Context: an optimization exercise on an open-source flow, tuned for small area and a short achievable clock period. The choices shown serve that exercise and are no tape-out recipe. Power is estimated from default activity; no workload was simulated.

==> flow/design.v (excerpt) <==
module awb_gain_est #(
    parameter int ACC_W = 24,
    parameter int CNT_W = 16
) (
    input  logic            clk,
    input  logic            rst,
    input  logic            pix_valid_i,
    input  logic [1:0]      pix_color_i,
    input  logic [7:0]      pix_value_i,
    input  logic            pix_last_i,
    output logic [15:0]     K_R,
    output logic [15:0]     K_G,
    output logic [15:0]     K_B,
    output logic            valid_gain_o,
    output logic            busy_o,
    output logic            overrun_o
);
Settings: LEC_CHECK=0, CAP_MARGIN=20, CELL_PAD_IN_SITES_DETAIL_PLACEMENT=0, CELL_PAD_IN_SITES_GLOBAL_PLACEMENT=0, CORE_MARGIN=2, CORE_UTILIZATION=40, CTS_BUF_LIST=sky130_fd_sc_hd__clkbuf_8, CTS_CLUSTER_DIAMETER=55, CTS_CLUSTER_SIZE=16, PLACE_DENSITY=0.75, SLEW_MARGIN=20; clock period 13.0 ns.
standard.sh (not shown) runs the stock make flow with config.mk's settings and CLKGATE_MAP_FILE= SYNTH_SCRIPT=/design/flow/synth_recipe.tcl, a recipe that flattens the netlist after the stock synthesis.
==> flow/flow/run.sh <==
#!/bin/bash
# Standard layout, with fast port buffers and repair_timing asked for extra
# setup slack so the achieved period shrinks. Each make step's log lands in
# orfs/logs; make's own output goes to make_finish.log.
set -euo pipefail
bash standard.sh SETUP_SLACK_MARGIN=9 \
  "BUFFER_PORTS_ARGS=-buffer_cell sky130_fd_sc_hd__buf_4" \
  finish > make_finish.log 2>&1
==> next run, changes <==
--- a/flow/design.v
+++ b/flow/design.v
@@ -143,23 +143,23 @@
     assign x1_r = {1'b0, S_R[0] ? N_G : 16'd0};
     assign x2_r = {S_R[1] ? N_G : 16'd0, 1'b0};
     assign x0_b = {1'b0, P_BB};
     assign x1_b = {1'b0, S_B[0] ? N_G : 16'd0};
     assign x2_b = {S_B[1] ? N_G : 16'd0, 1'b0};
     assign cs_s_r = x0_r ^ x1_r ^ x2_r;
     assign cs_c_r = (x0_r & x1_r) | (x0_r & x2_r) | (x1_r & x2_r);
     assign cs_s_b = x0_b ^ x1_b ^ x2_b;
     assign cs_c_b = (x0_b & x1_b) | (x0_b & x2_b) | (x1_b & x2_b);
     logic co_br, co_bb;
-    awb_hc_add #(17) u_mbr (.a({1'b0, cs_s_r[16:1]}), .b(cs_c_r), .ci(1'b0),
+    awb_bk_add #(17) u_mbr (.a({1'b0, cs_s_r[16:1]}), .b(cs_c_r), .ci(1'b0),
                             .s(t_br[17:1]), .co(co_br));
-    awb_hc_add #(17) u_mbb (.a({1'b0, cs_s_b[16:1]}), .b(cs_c_b), .ci(1'b0),
+    awb_bk_add #(17) u_mbb (.a({1'b0, cs_s_b[16:1]}), .b(cs_c_b), .ci(1'b0),
                             .s(t_bb[17:1]), .co(co_bb));
     assign t_br[0] = cs_s_r[0];
     assign t_bb[0] = cs_s_b[0];
     logic [4:0]  E_R, E_B;
     logic [44:0] rem_r, rem_b;
     logic [45:0] op_r, op_b, pre_r, pre_b, sm_r, sm_b;
     logic [39:0] d_r, d_b;
     logic        co_r, co_b;
     logic        iv_r0, iv_r1, iv_b0, iv_b1;
     assign rem_r = {E_R, N_R, P_AR};
@@ -173,23 +173,23 @@
             pre_r = {1'b0, d_r, 5'd0};
         else if (mul_r)
             pre_r[23:0] = N_R[15] ? S_G : 24'd0;
         if (div_b)
             pre_b = {1'b0, d_b, 5'd0};
         else if (mul_b)
             pre_b[23:0] = N_B[15] ? S_G : 24'd0;
     end
     assign op_r = pre_r ^ {{23{iv_r0}}, {23{iv_r1}}};
     assign op_b = pre_b ^ {{23{iv_b0}}, {23{iv_b1}}};
-    awb_hc_add #(46) u_ar (.a({rem_r, 1'b0}), .b(op_r), .ci(iv_r1),
+    awb_bk_add #(46) u_ar (.a({rem_r, 1'b0}), .b(op_r), .ci(iv_r1),
                            .s(sm_r), .co(co_r));
-    awb_hc_add #(46) u_ab (.a({rem_b, 1'b0}), .b(op_b), .ci(iv_b1),
+    awb_bk_add #(46) u_ab (.a({rem_b, 1'b0}), .b(op_b), .ci(iv_b1),
                            .s(sm_b), .co(co_b));
     always_ff @(posedge clk) begin
         S_R <= mulb_r ? {t_br[1:0], S_R[23:2]} : s_nx[0];
         S_B <= mulb_b ? {t_bb[1:0], S_B[23:2]} : s_nx[2];
         S_G <= div_b ? {s_nx[1][23:13], S_G[11:0], ~sm_b[45]} : s_nx[1];
         N_G <= div_r ? {n_nx[1][15:13], N_G[11:0], ~sm_r[45]} : n_nx[1];
         N_R <= cmp_r ? sm_r[39:24] : n_nx[0];
         N_B <= cmp_b ? sm_b[39:24] : n_nx[2];
     end
     always_ff @(posedge clk) begin
@@ -267,57 +267,10 @@
             for (int i = (3 << l) - 1; i < N; i += (2 << l)) begin
                 g[i] = g[i] | (p[i] & g[i - (1 << l)]);
                 p[i] = p[i] & p[i - (1 << l)];
             end
     end
     for (genvar i = 0; i < W; i++) begin : g_s
         assign s[i] = x[i+1] ^ g[i];
     end
     assign co = g[W];
 endmodule
-module awb_hc_add #(
-    parameter int W = 8
-) (
-    input  logic [W-1:0] a,
-    input  logic [W-1:0] b,
-    input  logic         ci,
-    output logic [W-1:0] s,
-    output logic         co
-);
-    localparam int N = W + 1;
-    localparam int L = (N <= 2) ? 1 : (N <= 4) ? 2 : (N <= 8) ? 3 :
-                       (N <= 16) ? 4 : (N <= 32) ? 5 : (N <= 64) ? 6 : 7;
-    logic [W:0] g, p, x, gn, pn;
-    always_comb begin
-        g[0] = ci;
-        p[0] = 1'b0;
-        x[0] = 1'b0;
-        for (int i = 0; i < W; i++) begin
-            g[i+1] = a[i] & b[i];
-            p[i+1] = a[i] ^ b[i];
-            x[i+1] = a[i] ^ b[i];
-        end
-        for (int i = 1; i < N; i += 2) begin
-            g[i] = g[i] | (p[i] & g[i-1]);
-            p[i] = p[i] & p[i-1];
-        end
-        for (int l = 1; l < L; l++) begin
-            gn = g;
-            pn = p;
-            for (int i = 1; i < N; i += 2)
-                if (i - (1 << l) >= 0) begin
-                    gn[i] = g[i] | (p[i] & g[i - (1 << l)]);
-                    pn[i] = p[i] & p[i - (1 << l)];
-                end
-            g = gn;
-            p = pn;
-        end
-        for (int i = 2; i < N; i += 2) begin
-            g[i] = g[i] | (p[i] & g[i-1]);
-            p[i] = p[i] & p[i-1];
-        end
-    end
-    for (genvar i = 0; i < W; i++) begin : g_s
-        assign s[i] = x[i+1] ^ g[i];
-    end
-    assign co = g[W];
-endmodule
=>
- The new run ran to the end with no violations
- global-route usage grows by 0.83 points
- combinational power shrinks by a few percent
- count of clock-buffer cells in the layout shrinks by 2
- sequential power grows by a few percent
- final area shrinks slightly
- utilization grows by 0.28 points
- wire length grows by a few percent
- flip-flop and latch count is unchanged
- register-to-register slack improved by 0.09 ns
Function was not checked in any run of this note: the RTL went through the layout flow alone.

[re-timing with driven ports]
The results above use ideal ports. As a check the final layouts listed here were re-extracted and re-timed, cells and wires unchanged. Step 1 (the two cells are an assumption about what drives the block):
set clk [get_ports {clk}]
set_driving_cell -lib_cell sky130_fd_sc_hd__clkbuf_16 $clk
set_driving_cell -lib_cell sky130_fd_sc_hd__buf_2 [delete_from_list [all_inputs] $clk]
Step 2, shift: input delay + t, output delay - t, t = (earliest + latest rising clock arrival at the registers) / 2. This alone moves slack from input paths to output paths. Slacks: no drivers / after step 1 / after step 2; pairs: no drivers / after step 1.
| run | shift t [ns] | setup WS [ns] | cell pins on the clock port's net |
|---|---|---|---|
| the first run | 0.628 | 8.859 / 8.859 / 8.859 | 1 |
| the second run | 0.637 | 8.947 / 8.947 / 8.947 | 1 |
After both steps every run listed still meets setup and hold.
